Context: an optimization exercise on an open-source flow, tuned for a short achievable clock period and few clock cycles per item. The choices shown serve that exercise and are no tape-out recipe.
The RTL was checked by simulation tests, not by an equivalence proof against the original design.
Power and IR drop assume default switching activity.

<file path="design.v">
  localparam POS_BITS = 16;
  localparam [POS_BITS-1:0] POS_MAX = {POS_BITS{1'b1}};
  localparam QDEPTH = 4;
  localparam QIDX = 2;
  localparam [5:0] K_IDENT  = 6'd0;
  localparam [5:0] K_BOOL   = 6'd1;
  localparam [5:0] K_INT    = 6'd2;
  localparam [5:0] K_REAL   = 6'd3;
  localparam [5:0] K_STRING = 6'd4;
  localparam [5:0] K_ERROR  = 6'd5;
  localparam [5:0] K_DOTDOT = 6'd6;
  localparam [5:0] K_SINGLE = 6'd18;
  localparam [5:0] K_END    = 6'd35;
  localparam CLS_W = 20;
  localparam OUT_W = 55;
  function [15:0] clip16;
    input [POS_BITS-1:0] x;
    begin
      clip16 = x[15:0];
    end
  endfunction
  function [POS_BITS-1:0] sat_inc;
    input [POS_BITS-1:0] x;
    begin
      sat_inc = (x == POS_MAX) ? x : x + 16'd1;
    end
  endfunction
  function [5:0] single_kind;
    input [7:0] c;
    begin
      case (c)
        "+": single_kind = K_SINGLE + 6'd0;
        "-": single_kind = K_SINGLE + 6'd1;
        "*": single_kind = K_SINGLE + 6'd2;
        "/": single_kind = K_SINGLE + 6'd3;
        "&": single_kind = K_SINGLE + 6'd4;
        "|": single_kind = K_SINGLE + 6'd5;
        "^": single_kind = K_SINGLE + 6'd6;
        "~": single_kind = K_SINGLE + 6'd7;
        "!": single_kind = K_SINGLE + 6'd8;
        "<": single_kind = K_SINGLE + 6'd9;
        ">": single_kind = K_SINGLE + 6'd10;
        "=": single_kind = K_SINGLE + 6'd11;
        "?": single_kind = K_SINGLE + 6'd12;
        ":": single_kind = K_SINGLE + 6'd13;
        "(": single_kind = K_SINGLE + 6'd14;
        ")": single_kind = K_SINGLE + 6'd15;
        ";": single_kind = K_SINGLE + 6'd16;
        default: single_kind = K_ERROR;
      endcase
    end
  endfunction
  function [5:0] pair_kind;
    input [7:0] a;
    input [7:0] b;
    begin
      pair_kind = K_ERROR;
      if (a == "." && b == ".") pair_kind = K_DOTDOT;
      else if (a == "&" && b == "&") pair_kind = K_DOTDOT + 6'd1;
      else if (a == "|" && b == "|") pair_kind = K_DOTDOT + 6'd2;
      else if (b == "=") begin
        case (a)
          "=": pair_kind = K_DOTDOT + 6'd3;
          "!": pair_kind = K_DOTDOT + 6'd4;
          "<": pair_kind = K_DOTDOT + 6'd5;
          ">": pair_kind = K_DOTDOT + 6'd6;
          ":": pair_kind = K_DOTDOT + 6'd7;
          "+": pair_kind = K_DOTDOT + 6'd8;
          "-": pair_kind = K_DOTDOT + 6'd9;
          "*": pair_kind = K_DOTDOT + 6'd10;
          "/": pair_kind = K_DOTDOT + 6'd11;
          default: pair_kind = K_ERROR;
        endcase
      end
    end
  endfunction
  function [7:0] kw_next;
    input [3:0] m;
    begin
      case (m)
        4'd1: kw_next = "r";
        4'd2: kw_next = "u";
        4'd3: kw_next = "e";
        4'd5: kw_next = "a";
        4'd6: kw_next = "l";
        4'd7: kw_next = "s";
        4'd8: kw_next = "e";
        default: kw_next = 8'd0;
      endcase
    end
  endfunction
  function [OUT_W-1:0] mk;
    input [5:0]          k;
    input [POS_BITS-1:0] s;
    input [POS_BITS-1:0] o;
    input [POS_BITS-1:0] l;
    input                f;
    begin
      mk = {k, clip16(s), clip16(o), clip16(l), f};
    end
  endfunction
module sl_front (
  input  logic        clk,
  input  logic        rst_n,
  input  logic        in_valid,
  output logic        in_stall,
  input  logic [8:0]  in_data,
  output logic        q_valid,
  input  logic        q_pop,
  output logic [19:0] q_data
);
  localparam POS_BITS = 16;
  localparam [POS_BITS-1:0] POS_MAX = {POS_BITS{1'b1}};
  localparam QDEPTH = 4;
  localparam QIDX = 2;
  localparam [5:0] K_IDENT  = 6'd0;
  localparam [5:0] K_BOOL   = 6'd1;
  localparam [5:0] K_INT    = 6'd2;
  localparam [5:0] K_REAL   = 6'd3;
  localparam [5:0] K_STRING = 6'd4;
  localparam [5:0] K_ERROR  = 6'd5;
  localparam [5:0] K_DOTDOT = 6'd6;
  localparam [5:0] K_SINGLE = 6'd18;
  localparam [5:0] K_END    = 6'd35;
  localparam CLS_W = 20;
  localparam OUT_W = 55;
  function [15:0] clip16;
    input [POS_BITS-1:0] x;
    begin
      clip16 = x[15:0];
    end
  endfunction
  function [POS_BITS-1:0] sat_inc;
    input [POS_BITS-1:0] x;
    begin
      sat_inc = (x == POS_MAX) ? x : x + 16'd1;
    end
  endfunction
  function [5:0] single_kind;
    input [7:0] c;
    begin
      case (c)
        "+": single_kind = K_SINGLE + 6'd0;
        "-": single_kind = K_SINGLE + 6'd1;
        "*": single_kind = K_SINGLE + 6'd2;
        "/": single_kind = K_SINGLE + 6'd3;
        "&": single_kind = K_SINGLE + 6'd4;
        "|": single_kind = K_SINGLE + 6'd5;
        "^": single_kind = K_SINGLE + 6'd6;
        "~": single_kind = K_SINGLE + 6'd7;
        "!": single_kind = K_SINGLE + 6'd8;
        "<": single_kind = K_SINGLE + 6'd9;
        ">": single_kind = K_SINGLE + 6'd10;
        "=": single_kind = K_SINGLE + 6'd11;
        "?": single_kind = K_SINGLE + 6'd12;
        ":": single_kind = K_SINGLE + 6'd13;
        "(": single_kind = K_SINGLE + 6'd14;
        ")": single_kind = K_SINGLE + 6'd15;
        ";": single_kind = K_SINGLE + 6'd16;
        default: single_kind = K_ERROR;
      endcase
    end
  endfunction
  function [5:0] pair_kind;
    input [7:0] a;
    input [7:0] b;
    begin
      pair_kind = K_ERROR;
      if (a == "." && b == ".") pair_kind = K_DOTDOT;
      else if (a == "&" && b == "&") pair_kind = K_DOTDOT + 6'd1;
      else if (a == "|" && b == "|") pair_kind = K_DOTDOT + 6'd2;
      else if (b == "=") begin
        case (a)
          "=": pair_kind = K_DOTDOT + 6'd3;
          "!": pair_kind = K_DOTDOT + 6'd4;
          "<": pair_kind = K_DOTDOT + 6'd5;
          ">": pair_kind = K_DOTDOT + 6'd6;
          ":": pair_kind = K_DOTDOT + 6'd7;
          "+": pair_kind = K_DOTDOT + 6'd8;
          "-": pair_kind = K_DOTDOT + 6'd9;
          "*": pair_kind = K_DOTDOT + 6'd10;
          "/": pair_kind = K_DOTDOT + 6'd11;
          default: pair_kind = K_ERROR;
        endcase
      end
    end
  endfunction
  function [7:0] kw_next;
    input [3:0] m;
    begin
      case (m)
        4'd1: kw_next = "r";
        4'd2: kw_next = "u";
        4'd3: kw_next = "e";
        4'd5: kw_next = "a";
        4'd6: kw_next = "l";
        4'd7: kw_next = "s";
        4'd8: kw_next = "e";
        default: kw_next = 8'd0;
      endcase
    end
  endfunction
  function [OUT_W-1:0] mk;
    input [5:0]          k;
    input [POS_BITS-1:0] s;
    input [POS_BITS-1:0] o;
    input [POS_BITS-1:0] l;
    input                f;
    begin
      mk = {k, clip16(s), clip16(o), clip16(l), f};
    end
  endfunction
  logic [CLS_W-1:0] mem_r [0:QDEPTH-1];
  logic [QIDX-1:0]  wp_r, rp_r;
  logic [QIDX:0]    cnt_r;
  logic [CLS_W-1:0] cls;
  logic             push;
  logic [7:0]       c;
  logic             c_alpha, c_digit, c_hex, c_space, c_opens;
  always_comb begin
    c       = in_data[8:1];
    c_alpha = (c >= "a" && c <= "z") || (c >= "A" && c <= "Z");
    c_digit = (c >= "0" && c <= "9");
    c_hex   = c_digit || (c >= "a" && c <= "f") || (c >= "A" && c <= "F");
    c_space = (c == " ") || (c == 8'h09) || (c == 8'h0A) || (c == 8'h0D);
    c_opens = (c == ".") || (c == "&") || (c == "|") || (c == "=") ||
              (c == "!") || (c == "<") || (c == ">") || (c == ":") ||
              (c == "+") || (c == "-") || (c == "*") || (c == "/");
    cls     = {c, in_data[0], c_alpha, c_digit, c_hex, c_space, c_opens, single_kind(c)};
  end
  assign in_stall = (cnt_r == 3'd4);
  assign push     = in_valid && !in_stall;
  assign q_valid  = (cnt_r != 3'd0);
  assign q_data   = mem_r[rp_r];
  always_ff @(posedge clk) begin
    if (push) mem_r[wp_r] <= cls;
  end
  always_ff @(posedge clk) begin
    if (!rst_n) begin
      wp_r  <= 2'd0;
      rp_r  <= 2'd0;
      cnt_r <= 3'd0;
    end else begin
      if (push) wp_r <= wp_r + 2'd1;
      if (q_pop) rp_r <= rp_r + 2'd1;
      cnt_r <= cnt_r + {2'b00, push} - {2'b00, q_pop};
    end
  end
endmodule
module sl_back (
  input  logic              clk,
  input  logic              rst_n,
  input  logic              q_valid,
  output logic              q_pop,
  input  logic [19:0]       q_data,
  output logic              out_valid,
  input  logic              out_stall,
  output logic [54:0]       out_data
);
  localparam POS_BITS = 16;
  localparam [POS_BITS-1:0] POS_MAX = {POS_BITS{1'b1}};
  localparam QDEPTH = 4;
  localparam QIDX = 2;
  localparam [5:0] K_IDENT  = 6'd0;
  localparam [5:0] K_BOOL   = 6'd1;
  localparam [5:0] K_INT    = 6'd2;
  localparam [5:0] K_REAL   = 6'd3;
  localparam [5:0] K_STRING = 6'd4;
  localparam [5:0] K_ERROR  = 6'd5;
  localparam [5:0] K_DOTDOT = 6'd6;
  localparam [5:0] K_SINGLE = 6'd18;
  localparam [5:0] K_END    = 6'd35;
  localparam CLS_W = 20;
  localparam OUT_W = 55;
  function [15:0] clip16;
    input [POS_BITS-1:0] x;
    begin
      clip16 = x[15:0];
    end
  endfunction
  function [POS_BITS-1:0] sat_inc;
    input [POS_BITS-1:0] x;
    begin
      sat_inc = (x == POS_MAX) ? x : x + 16'd1;
    end
  endfunction
  function [5:0] single_kind;
    input [7:0] c;
    begin
      case (c)
        "+": single_kind = K_SINGLE + 6'd0;
        "-": single_kind = K_SINGLE + 6'd1;
        "*": single_kind = K_SINGLE + 6'd2;
        "/": single_kind = K_SINGLE + 6'd3;
        "&": single_kind = K_SINGLE + 6'd4;
        "|": single_kind = K_SINGLE + 6'd5;
        "^": single_kind = K_SINGLE + 6'd6;
        "~": single_kind = K_SINGLE + 6'd7;
        "!": single_kind = K_SINGLE + 6'd8;
        "<": single_kind = K_SINGLE + 6'd9;
        ">": single_kind = K_SINGLE + 6'd10;
        "=": single_kind = K_SINGLE + 6'd11;
        "?": single_kind = K_SINGLE + 6'd12;
        ":": single_kind = K_SINGLE + 6'd13;
        "(": single_kind = K_SINGLE + 6'd14;
        ")": single_kind = K_SINGLE + 6'd15;
        ";": single_kind = K_SINGLE + 6'd16;
        default: single_kind = K_ERROR;
      endcase
    end
  endfunction
  function [5:0] pair_kind;
    input [7:0] a;
    input [7:0] b;
    begin
      pair_kind = K_ERROR;
      if (a == "." && b == ".") pair_kind = K_DOTDOT;
      else if (a == "&" && b == "&") pair_kind = K_DOTDOT + 6'd1;
      else if (a == "|" && b == "|") pair_kind = K_DOTDOT + 6'd2;
      else if (b == "=") begin
        case (a)
          "=": pair_kind = K_DOTDOT + 6'd3;
          "!": pair_kind = K_DOTDOT + 6'd4;
          "<": pair_kind = K_DOTDOT + 6'd5;
          ">": pair_kind = K_DOTDOT + 6'd6;
          ":": pair_kind = K_DOTDOT + 6'd7;
          "+": pair_kind = K_DOTDOT + 6'd8;
          "-": pair_kind = K_DOTDOT + 6'd9;
          "*": pair_kind = K_DOTDOT + 6'd10;
          "/": pair_kind = K_DOTDOT + 6'd11;
          default: pair_kind = K_ERROR;
        endcase
      end
    end
  endfunction
  function [7:0] kw_next;
    input [3:0] m;
    begin
      case (m)
        4'd1: kw_next = "r";
        4'd2: kw_next = "u";
        4'd3: kw_next = "e";
        4'd5: kw_next = "a";
        4'd6: kw_next = "l";
        4'd7: kw_next = "s";
        4'd8: kw_next = "e";
        default: kw_next = 8'd0;
      endcase
    end
  endfunction
  function [OUT_W-1:0] mk;
    input [5:0]          k;
    input [POS_BITS-1:0] s;
    input [POS_BITS-1:0] o;
    input [POS_BITS-1:0] l;
    input                f;
    begin
      mk = {k, clip16(s), clip16(o), clip16(l), f};
    end
  endfunction
  localparam [14:0] M_IDLE     = 15'b000000000000001;
  localparam [14:0] M_IDENT    = 15'b000000000000010;
  localparam [14:0] M_STRING   = 15'b000000000000100;
  localparam [14:0] M_ZERO     = 15'b000000000001000;
  localparam [14:0] M_DEC_INT  = 15'b000000000010000;
  localparam [14:0] M_DEC_DOT  = 15'b000000000100000;
  localparam [14:0] M_FRAC     = 15'b000000001000000;
  localparam [14:0] M_EXP_E    = 15'b000000010000000;
  localparam [14:0] M_EXP_SIGN = 15'b000000100000000;
  localparam [14:0] M_EXP_DIG  = 15'b000001000000000;
  localparam [14:0] M_GARBAGE  = 15'b000010000000000;
  localparam [14:0] M_TRAIL    = 15'b000100000000000;
  localparam [14:0] M_HEX_X    = 15'b001000000000000;
  localparam [14:0] M_HEX_DIG  = 15'b010000000000000;
  localparam [14:0] M_OP       = 15'b100000000000000;
  logic [14:0]          mode_r, mode_nxt;
  logic [POS_BITS-1:0]  pos_r, pos_nxt;
  logic [POS_BITS-1:0]  beg_r, beg_nxt;
  logic [POS_BITS-1:0]  len_r, len_nxt;
  logic [POS_BITS-1:0]  dot_r, dot_nxt;
  logic [7:0]           held_r, held_nxt;
  logic [3:0]           kw_r, kw_nxt;
  logic [54:0]          buf0_r, buf1_r;
  logic [1:0]           bcnt_r;
  logic [54:0]          e0, e1;
  logic [1:0]           n;
  logic                 take;
  logic                 pop_out;
  logic [7:0]           c;
  logic                 ident_ch, ident_st;
  logic [5:0]           pk;
  assign pop_out   = out_valid && !out_stall;
  assign out_valid = (bcnt_r != 2'd0);
  assign out_data  = buf0_r;
  assign take  = q_valid && ((bcnt_r == 2'd0) || (bcnt_r == 2'd1 && pop_out));
  assign q_pop = take;
  logic       do_flush, do_idle, tail, tail_exp;
  logic [5:0] tail_kind;
  logic [14:0] fm;
  always_comb begin
    mode_nxt = mode_r;
    pos_nxt  = sat_inc(pos_r);
    beg_nxt  = beg_r;
    len_nxt  = len_r;
    dot_nxt  = dot_r;
    held_nxt = held_r;
    kw_nxt   = kw_r;
    e0 = 55'd0;
    e1 = 55'd0;
    n  = 2'd0;
    do_flush = 1'b0;
    do_idle  = 1'b0;
    tail     = 1'b0;
    tail_exp = 1'b0;
    tail_kind = K_INT;
    fm = mode_r;
    c = q_data[19:12];
    ident_ch = q_data[10] || q_data[9] || (c == "_");
    ident_st = q_data[10] || (c == "_") || (c == "@");
    pk = pair_kind(held_r, c);
    if (q_data[11]) begin
      do_flush = 1'b1;
    end else begin
      case (mode_r)
        M_IDENT: begin
          if (ident_ch) begin
            if (kw_r < 4'd10 && kw_next(kw_r) != 8'd0 && c == kw_next(kw_r))
              kw_nxt = kw_r + 4'd1;
            else
              kw_nxt = 4'd15;
            len_nxt = sat_inc(len_r);
          end else begin
            do_flush = 1'b1;
            do_idle  = 1'b1;
          end
        end
        M_STRING: begin
          if (c == "'") begin
            e0 = mk(K_STRING, beg_r, sat_inc(beg_r), len_r - 16'd1, 1'b0);
            n = 2'd1;
            mode_nxt = M_IDLE;
          end else begin
            len_nxt = sat_inc(len_r);
          end
        end
        M_ZERO, M_DEC_INT: begin
          if (mode_r == M_ZERO && (c == "x" || c == "X")) begin
            mode_nxt = M_HEX_X;
            len_nxt = sat_inc(len_r);
          end else if (q_data[9]) begin
            mode_nxt = M_DEC_INT;
            len_nxt = sat_inc(len_r);
          end else if (c == ".") begin
            dot_nxt = pos_r;
            mode_nxt = M_DEC_DOT;
            len_nxt = sat_inc(len_r);
          end else begin
            tail = 1'b1;
            tail_exp = 1'b1;
            tail_kind = K_INT;
          end
        end
        M_DEC_DOT: begin
          if (c == ".") begin
            e0 = mk(K_INT, beg_r, beg_r, len_r - 16'd1, 1'b0);
            e1 = mk(K_DOTDOT, dot_r, dot_r, 16'd2, 1'b0);
            n = 2'd2;
            mode_nxt = M_IDLE;
          end else if (q_data[9]) begin
            mode_nxt = M_FRAC;
            len_nxt = sat_inc(len_r);
          end else if (ident_ch) begin
            mode_nxt = M_GARBAGE;
            len_nxt = sat_inc(len_r);
          end else begin
            do_flush = 1'b1;
            do_idle  = 1'b1;
          end
        end
        M_FRAC: begin
          if (q_data[9]) begin
            len_nxt = sat_inc(len_r);
          end else begin
            tail = 1'b1;
            tail_exp = 1'b1;
            tail_kind = K_REAL;
          end
        end
        M_EXP_E, M_EXP_SIGN: begin
          if (mode_r == M_EXP_E && (c == "+" || c == "-")) begin
            mode_nxt = M_EXP_SIGN;
            len_nxt = sat_inc(len_r);
          end else if (q_data[9]) begin
            mode_nxt = M_EXP_DIG;
            len_nxt = sat_inc(len_r);
          end else begin
            do_flush = 1'b1;
            do_idle  = 1'b1;
          end
        end
        M_EXP_DIG: begin
          if (q_data[9]) begin
            len_nxt = sat_inc(len_r);
          end else begin
            tail = 1'b1;
            tail_kind = K_REAL;
          end
        end
        M_TRAIL, M_GARBAGE: begin
          if (ident_ch || (mode_r == M_GARBAGE && c == ".")) begin
            len_nxt = sat_inc(len_r);
          end else begin
            do_flush = 1'b1;
            do_idle  = 1'b1;
          end
        end
        M_HEX_X, M_HEX_DIG: begin
          if (q_data[8]) begin
            mode_nxt = M_HEX_DIG;
            len_nxt = sat_inc(len_r);
          end else if (c == "." || ident_ch) begin
            mode_nxt = M_GARBAGE;
            len_nxt = sat_inc(len_r);
          end else begin
            do_flush = 1'b1;
            do_idle  = 1'b1;
          end
        end
        M_OP: begin
          if (pk != K_ERROR) begin
            e0 = mk(pk, beg_r, beg_r, 16'd2, 1'b0);
            n = 2'd1;
            mode_nxt = M_IDLE;
          end else begin
            do_flush = 1'b1;
            do_idle  = 1'b1;
          end
        end
        default: begin
          do_idle = 1'b1;
        end
      endcase
    end
    if (tail) begin
      if (tail_exp && (c == "e" || c == "E")) begin
        mode_nxt = M_EXP_E;
        len_nxt = sat_inc(len_r);
      end else if (c == "@") begin
        e0 = mk(K_ERROR, beg_r, beg_r, len_r, 1'b0);
        n = 2'd1;
        mode_nxt = M_IDLE;
        do_idle = 1'b1;
      end else if (ident_st) begin
        mode_nxt = M_TRAIL;
        len_nxt = sat_inc(len_r);
      end else begin
        e0 = mk(tail_kind, beg_r, beg_r, len_r, 1'b0);
        n = 2'd1;
        mode_nxt = M_IDLE;
        do_idle = 1'b1;
      end
    end
    if (do_flush) begin
      n = 2'd1;
      mode_nxt = M_IDLE;
      case (fm)
        M_IDENT:
          e0 = mk((kw_r == 4'd4 || kw_r == 4'd9) ? K_BOOL : K_IDENT,
                  beg_r, beg_r, len_r, 1'b0);
        M_ZERO, M_DEC_INT:
          e0 = mk(K_INT, beg_r, beg_r, len_r, 1'b0);
        M_HEX_DIG:
          e0 = mk(K_INT, beg_r, beg_r, len_r, 1'b0);
        M_FRAC, M_EXP_DIG:
          e0 = mk(K_REAL, beg_r, beg_r, len_r, 1'b0);
        M_OP:
          e0 = mk(single_kind(held_r), beg_r, beg_r, 16'd1, 1'b0);
        M_IDLE:
          n = 2'd0;
        default:
          e0 = mk(K_ERROR, beg_r, beg_r, len_r, 1'b0);
      endcase
    end
    if (q_data[11]) begin
      if (n == 2'd0) e0 = mk(K_END, pos_r, pos_r, 16'd0, 1'b1);
      else e1 = mk(K_END, pos_r, pos_r, 16'd0, 1'b1);
      n = n + 2'd1;
      mode_nxt = M_IDLE;
      pos_nxt  = 16'd0;
      beg_nxt  = 16'd0;
      len_nxt  = 16'd0;
      dot_nxt  = 16'd0;
      held_nxt = 8'd0;
      kw_nxt   = 4'd0;
    end else if (do_idle) begin
      mode_nxt = M_IDLE;
      if (q_data[7]) begin
        mode_nxt = M_IDLE;
      end else if (c == "'") begin
        mode_nxt = M_STRING;
        beg_nxt = pos_r;
        len_nxt = 16'd1;
      end else if (q_data[9]) begin
        mode_nxt = (c == "0") ? M_ZERO : M_DEC_INT;
        beg_nxt = pos_r;
        len_nxt = 16'd1;
      end else if (ident_st) begin
        mode_nxt = M_IDENT;
        beg_nxt = pos_r;
        len_nxt = 16'd1;
        kw_nxt = (c == "t") ? 4'd1 : (c == "f") ? 4'd5 : 4'd15;
      end else if (q_data[6]) begin
        mode_nxt = M_OP;
        beg_nxt = pos_r;
        len_nxt = 16'd1;
        held_nxt = c;
      end else begin
        if (n == 2'd0) e0 = mk(q_data[5:0], pos_r, pos_r, 16'd1, 1'b0);
        else e1 = mk(q_data[5:0], pos_r, pos_r, 16'd1, 1'b0);
        n = n + 2'd1;
      end
    end
  end
  always_ff @(posedge clk) begin
    if (!rst_n) begin
      mode_r <= M_IDLE;
      pos_r  <= 16'd0;
      beg_r  <= 16'd0;
      len_r  <= 16'd0;
      dot_r  <= 16'd0;
      held_r <= 8'd0;
      kw_r   <= 4'd0;
    end else if (take) begin
      mode_r <= mode_nxt;
      pos_r  <= pos_nxt;
      beg_r  <= beg_nxt;
      len_r  <= len_nxt;
      dot_r  <= dot_nxt;
      held_r <= held_nxt;
      kw_r   <= kw_nxt;
    end
  end
  always_ff @(posedge clk) begin
    if (!rst_n) begin
      bcnt_r <= 2'd0;
    end else begin
      bcnt_r <= bcnt_r - {1'b0, pop_out} + (take ? n : 2'd0);
    end
  end
  always_ff @(posedge clk) begin
    if (take) begin
      if (bcnt_r == 2'd0 || pop_out) begin
        if (n != 2'd0) buf0_r <= e0;
        buf1_r <= e1;
      end
    end else if (pop_out) begin
      buf0_r <= buf1_r;
    end
  end
endmodule
module script_lexer (
  input  logic        clk,
  input  logic        rst_n,
  input  logic        in_valid,
  output logic        in_stall,
  input  logic [8:0]  in_data,    
  output logic        out_valid,
  input  logic        out_stall,
  output logic [54:0] out_data    
);
  logic        q_valid, q_pop;
  logic [19:0] q_data;
  sl_front u_front (
    .clk(clk), .rst_n(rst_n),
    .in_valid(in_valid), .in_stall(in_stall), .in_data(in_data),
    .q_valid(q_valid), .q_pop(q_pop), .q_data(q_data)
  );
  sl_back u_back (
    .clk(clk), .rst_n(rst_n),
    .q_valid(q_valid), .q_pop(q_pop), .q_data(q_data),
    .out_valid(out_valid), .out_stall(out_stall), .out_data(out_data)
  );
endmodule
</file>
<file path="constraint.sdc">
create_clock -name core_clock -period 6.0 [get_ports {clk}]
set_input_delay 1.2000 -clock core_clock [delete_from_list [all_inputs] [get_ports {clk}]]
set_output_delay 1.2000 -clock core_clock [all_outputs]
set_load 0.01 [all_outputs]
</file>
<file path="config.mk">
export PLATFORM = sky130hd
export DESIGN_NAME = script_lexer
export DESIGN_NICKNAME = script_lexer
export VERILOG_FILES = /design/flow/design.v
export SDC_FILE = /design/flow/constraint.sdc
export NUM_CORES = 4
export LEC_CHECK = 0
export CAP_MARGIN = 20
export CORE_MARGIN = 2
export CORE_UTILIZATION = 40
export PLACE_DENSITY = 0.6
export SLEW_MARGIN = 20
</file>
<file path="run.sh">
#!/bin/bash
# synth_recipe.tcl (not shown) runs the flow's synth.tcl, then flattens the netlist and writes it again
# the make line also repeats each setting of config.mk as NAME=value (left out here)
make -C /OpenROAD-flow-scripts/flow DESIGN_CONFIG=/design/flow/config.mk WORK_HOME=/design/flow/orfs CLKGATE_MAP_FILE= SYNTH_SCRIPT=/design/flow/synth_recipe.tcl finish
</file>
==> run_results.csv <==
group,metric,value,unit
setup_path,critical_path.max_fanout,20,
setup_path,ff2ff_path_depth,13,
detailed_routing,top_layer_used,"met4",
clock_network,h-tree-depth,1,
clock_network,clkLatencyLatePin,590,ps
detailed_routing,num_vias,12600,
placement,place_congestion,0.918,
clock_network,path_clk_slew,60,ps
placement,detailed_place_hpwl,30.8,mm
synthesis,synth_common_cells,"sky130_fd_sc_hd__edfxtp_1, sky130_fd_sc_hd__nand2_1, sky130_fd_sc_hd__nor2_1",
sta,accumulated_negative_setup_slack,0,ps
floorplanning,design.core.area,36300,um^2
synthesis,postSynthCellCount,1557,
grt,antenna_found_initial,0,
floorplanning,ioPinCount,70,
grt,grt_max_degree,49,
detailed_routing,post_drt_wl_per_cell,21.1,um
detailed_routing,wl_met1,19.8,mm
clock_network,cts-hold-fix-buffers,0,
synthesis,synth_warnings,2,
setup_path,cell_class_contributing_the_biggest_share_of_worst_path_delay,"simple AND/OR/NAND/NOR gates",
sta,finalCriticalPeriod,5380,ps
status,run_status,"finished clean",
placement,post-place-ws,684,ps
detailed_routing,drtPass1Iterations,6,
clock_network,tritoncts,"built",
setup_path,path_cells,"buf_4 -> mux4_2 -> nor4bb_1 -> a31o_2 -> nor4_1 -> or3_1 -> mux2i_1 -> ha_1 -> o211a_1 -> buf_4 -> nor2_1 -> o21ai_0 -> a21oi_1",
setup_path,crit_slowest_cell,"sky130_fd_sc_hd__nor4bb_1",
cells_and_area,antenna_cells_inserted,0,
detailed_routing,route.detailed.drc,0,
synthesis,synth_enable_flop_cells,160,
setup_path,critical_path_depth,13,
clock_network,clkSinkCount,262,
detailed_routing,met2WireLength,19.3,mm
worst_hold_path,worst_hold_path.num_cells,2,
sta,drv_slew,0,
synthesis,postSynthRegisterBits,262,
detailed_routing,final_antenna_net_count,0,
setup_path,arrival_time_worst_endpoint,5680,ps
detailed_routing,drt_iter0_drc,1277,
clock_network,cts-root-buf,"sky130_fd_sc_hd__clkbuf_16",
setup_path,slowest_delay,790,ps
clock_network,cts.repair.resized,0,
synthesis,yosysSeqAreaShare,0.466,
grt,grt.total_usage,0.223,
setup_path,timing.critical_path.mode_cell,"sky130_fd_sc_hd__buf_4",
synthesis,cell_type_contributing_the_most_total_cell_area_after_synthesis,"sky130_fd_sc_hd__edfxtp_1",
sta,setup_viol,0,
floorplanning,die_area,38200,um^2
floorplanning,fp-row-count,70,
cells_and_area,flow.area_growth_from_synthesis,13.1,%
clock_network,ctsLongestPathBuffers,3,
setup_path,critical_path_buffers_and_inverters,2,
cells_and_area,finish.net_count,1599,
setup_path,worst_setup_path_class,"flop to flop",
grt,grt_first_pass_wirelength,67.4,mm
clock_network,cts_inserted_buffers,28,
sta,layout_worst_path_cycle_share,0.897,
setup_path,end_kind,"flop",
sta,fin_hold_ws,520,ps
cells_and_area,layout-drive-gt1-share,0.0799,
clock_network,post_cts.repair.setup_buffers,0,
synthesis,most_frequently_used_cell_type_in_the_post_synthesis_netlist,"sky130_fd_sc_hd__edfxtp_1",
floorplanning,die-height,196,um
synthesis,synth_top_cell_area_share,0.327,
power_and_ir_drop,power.density_cell_area,452,nW/um^2
detailed_routing,per_cell_via_count_in_the_routed_design,6.10,
floorplanning,die_x,196,um
power_and_ir_drop,leak_pwr,5.41,nW
synthesis,mappedNetlistArea,14700,um^2
floorplanning,start_util,0.404,
sta,unrepaired_setup_endpoints_after_global_routing,"no",
synthesis,synth.distinct_cells,88,
synthesis,synthesis.nets,1588,
detailed_routing,finalWirelength,43.4,mm
setup_path,required_time_at_the_endpoint_of_the_critical_path,6300,ps
synthesis,post_synth_main_area_contributors,"sky130_fd_sc_hd__edfxtp_1, sky130_fd_sc_hd__dfxtp_1, sky130_fd_sc_hd__nand2_1, sky130_fd_sc_hd__nor2_1, sky130_fd_sc_hd__a21oi_1",
sta,finClkSkew,46.5,ps
grt,global_route.overflow_total,0,
sta,setup_slack,615,ps
synthesis,postSynthAreaPerCell,9.43,um^2
setup_path,worstSetupStartpointType,"flop",
power_and_ir_drop,vdd_ir_drop_max,0.000285,V
sta,worst_slew_pin_slew,1090,ps
worst_hold_path,min_path_type,"flop to flop",
synthesis,synthFlopType,"sky130_fd_sc_hd__edfxtp_1",
run,drv_cap,0,
sta,fmax,186,MHz
cells_and_area,filler_cell_count,3398,
grt,via_count_of_the_first_global_routing_pass,11400,
placement,io_buffer_count,69,
detailed_routing,met3_length,3.30,mm
sta,final_hold_viol_count,0,
sta,slew_headroom,0.274,
synthesis,asyncSetResetFlopFracSynth,0,
[state kept, by name, indices dropped and copies added, names as in the netlist, named ones only]
name           cells
u_back.buf1_r     25
u_back.held_r      8
u_back.buf0_r     55
u_back.pos_r      16
u_back.dot_r      16
u_front.rp_r       2
u_back.bcnt_r      2
u_front.wp_r       2
u_front.cnt_r      3
u_back.beg_r      16
u_back.mode_r     15
u_front.mem_r     80
u_back.kw_r        4
u_back.len_r      16
[power by group]
group / switching, mW / internal [mW] / leakage [nW]
clock: 0.730 / 0.973 / 0.433
sequential: 0.230 / 2.51 / 2.36
combinational: 2.00 / 1.04 / 2.61
[placed cells by master (no fill, tap or decap), types with 10 or more instances in the layout]
cell / n
sky130_fd_sc_hd__a211oi_1: 14
sky130_fd_sc_hd__a21boi_0: 27
sky130_fd_sc_hd__a21o_1: 11
sky130_fd_sc_hd__a21oi_1: 93
sky130_fd_sc_hd__a22o_1: 18
sky130_fd_sc_hd__a22oi_1: 25
sky130_fd_sc_hd__a31oi_1: 26
sky130_fd_sc_hd__and2_1: 22
sky130_fd_sc_hd__and3_1: 26
sky130_fd_sc_hd__buf_4: 28
sky130_fd_sc_hd__clkbuf_16: 28
sky130_fd_sc_hd__clkdlybuf4s50_1: 68
sky130_fd_sc_hd__dfxtp_1: 102
sky130_fd_sc_hd__edfxtp_1: 160
sky130_fd_sc_hd__ha_1: 17
sky130_fd_sc_hd__inv_1: 26
sky130_fd_sc_hd__mux2i_1: 11
sky130_fd_sc_hd__mux4_2: 18
sky130_fd_sc_hd__nand2_1: 138
sky130_fd_sc_hd__nand2b_1: 24
sky130_fd_sc_hd__nand3_1: 73
sky130_fd_sc_hd__nand4_1: 26
sky130_fd_sc_hd__nor2_1: 132
sky130_fd_sc_hd__nor2b_1: 34
sky130_fd_sc_hd__nor3_1: 52
sky130_fd_sc_hd__nor4_1: 15
sky130_fd_sc_hd__o21ai_0: 91
sky130_fd_sc_hd__o31ai_1: 17
sky130_fd_sc_hd__or2_2: 10
sky130_fd_sc_hd__or3_1: 24
sky130_fd_sc_hd__xnor2_1: 14
sky130_fd_sc_hd__xor2_1: 18
[layer usage]
metal	up-vias	GRT usage
li1	5863	-
met1	6140	0.329
met2	481	0.343
met3	71	0.0309
met4	0	0.0622
met5	-	0
[kinds of logic after synthesis]
family,Yosys count,share of synthesized area
multiplexers,33,0.0382
XOR/XNOR,32,0.0191
AO/OA/AOI/OAI,420,0.190
flip-flops,262,0.466
adder cells (fa/ha/maj),18,0.0159
buffers and inverters,144,0.0399
AND/OR/NAND/NOR,648,0.231
[metrics by stage]
stage,instance area (um^2),util,cells,power [mW]
2_1_floorplan,14700,-,1557,4.57
3_3_place_gp,15700,0.432,2006,5.76
3_5_place_dp,15700,0.432,2006,5.79
4_1_cts,16600,0.457,2058,7.50
5_1_grt,16600,0.457,2058,7.86
6_report,16600,0.457,2058,7.50
[worst paths after layout]
check / startpoint / to / slack [ps]
setup / recovery: flop / u_back.buf0_r[31] / 620
hold / removal: u_back.beg_r[14] / u_back.beg_r[14] / 520
setup reg to reg: flop / u_back.buf0_r[31] / 620
hold reg to reg: u_back.beg_r[14] / u_back.beg_r[14] / 520
[worst register-to-register path, cell delays in order (launching register included)]
cell and delay, ps:
sky130_fd_sc_hd__dfxtp_1 440, sky130_fd_sc_hd__buf_4 390, sky130_fd_sc_hd__mux4_2 740, sky130_fd_sc_hd__nor4bb_1 800, sky130_fd_sc_hd__a31o_2 310, sky130_fd_sc_hd__nor4_1 90, sky130_fd_sc_hd__or3_1 430, sky130_fd_sc_hd__mux2i_1 310
sky130_fd_sc_hd__ha_1 400, sky130_fd_sc_hd__o211a_1 570, sky130_fd_sc_hd__buf_4 350, sky130_fd_sc_hd__nor2_1 70, sky130_fd_sc_hd__o21ai_0 90, sky130_fd_sc_hd__a21oi_1 90
[area by class of cell]
| type | count | area (um^2) | share of cell area |
|---|---|---|---|
| Multi-Input combinational cell | 1151 | 7250 | 0.437 |
| Timing Repair Buffer | 98 | 916 | 0.0552 |
| Sequential cell | 262 | 6850 | 0.412 |
| Inverter | 27 | 101 | 0.00611 |
| Tap cell | 468 | 586 | 0.0353 |
| Clock inverter | 13 | 136 | 0.00822 |
| Clock buffer | 39 | 762 | 0.0459 |
Testbench counts, summed over its fixed seeds: cycles 29,220, bytes 27,403.

## static timing again, ports no longer ideal
Ports are ideal in the flow. The routed layout listed here was re-timed in OpenROAD. Step 1: set_driving_cell puts a clkbuf_16 on clk and a buf_2 on each other input, an assumption about the parent block. Step 2 also shifts input and output timing later by t, the mid clock arrival at the registers, as if the neighbouring blocks saw the same clock. a / b / c = ideal / step 1 / step 2; a / b = the first two.
t, ns: 0.619
setup WS [ns]: 0.615 / 0.615 / 0.615
hold WS [ns]: 0.520 / 0.520 / 0.520
After both steps setup and hold are still met in this run. For this run, drivers alone change the setup slack by 0.000 ns; drivers and shift together by 0.000 ns.
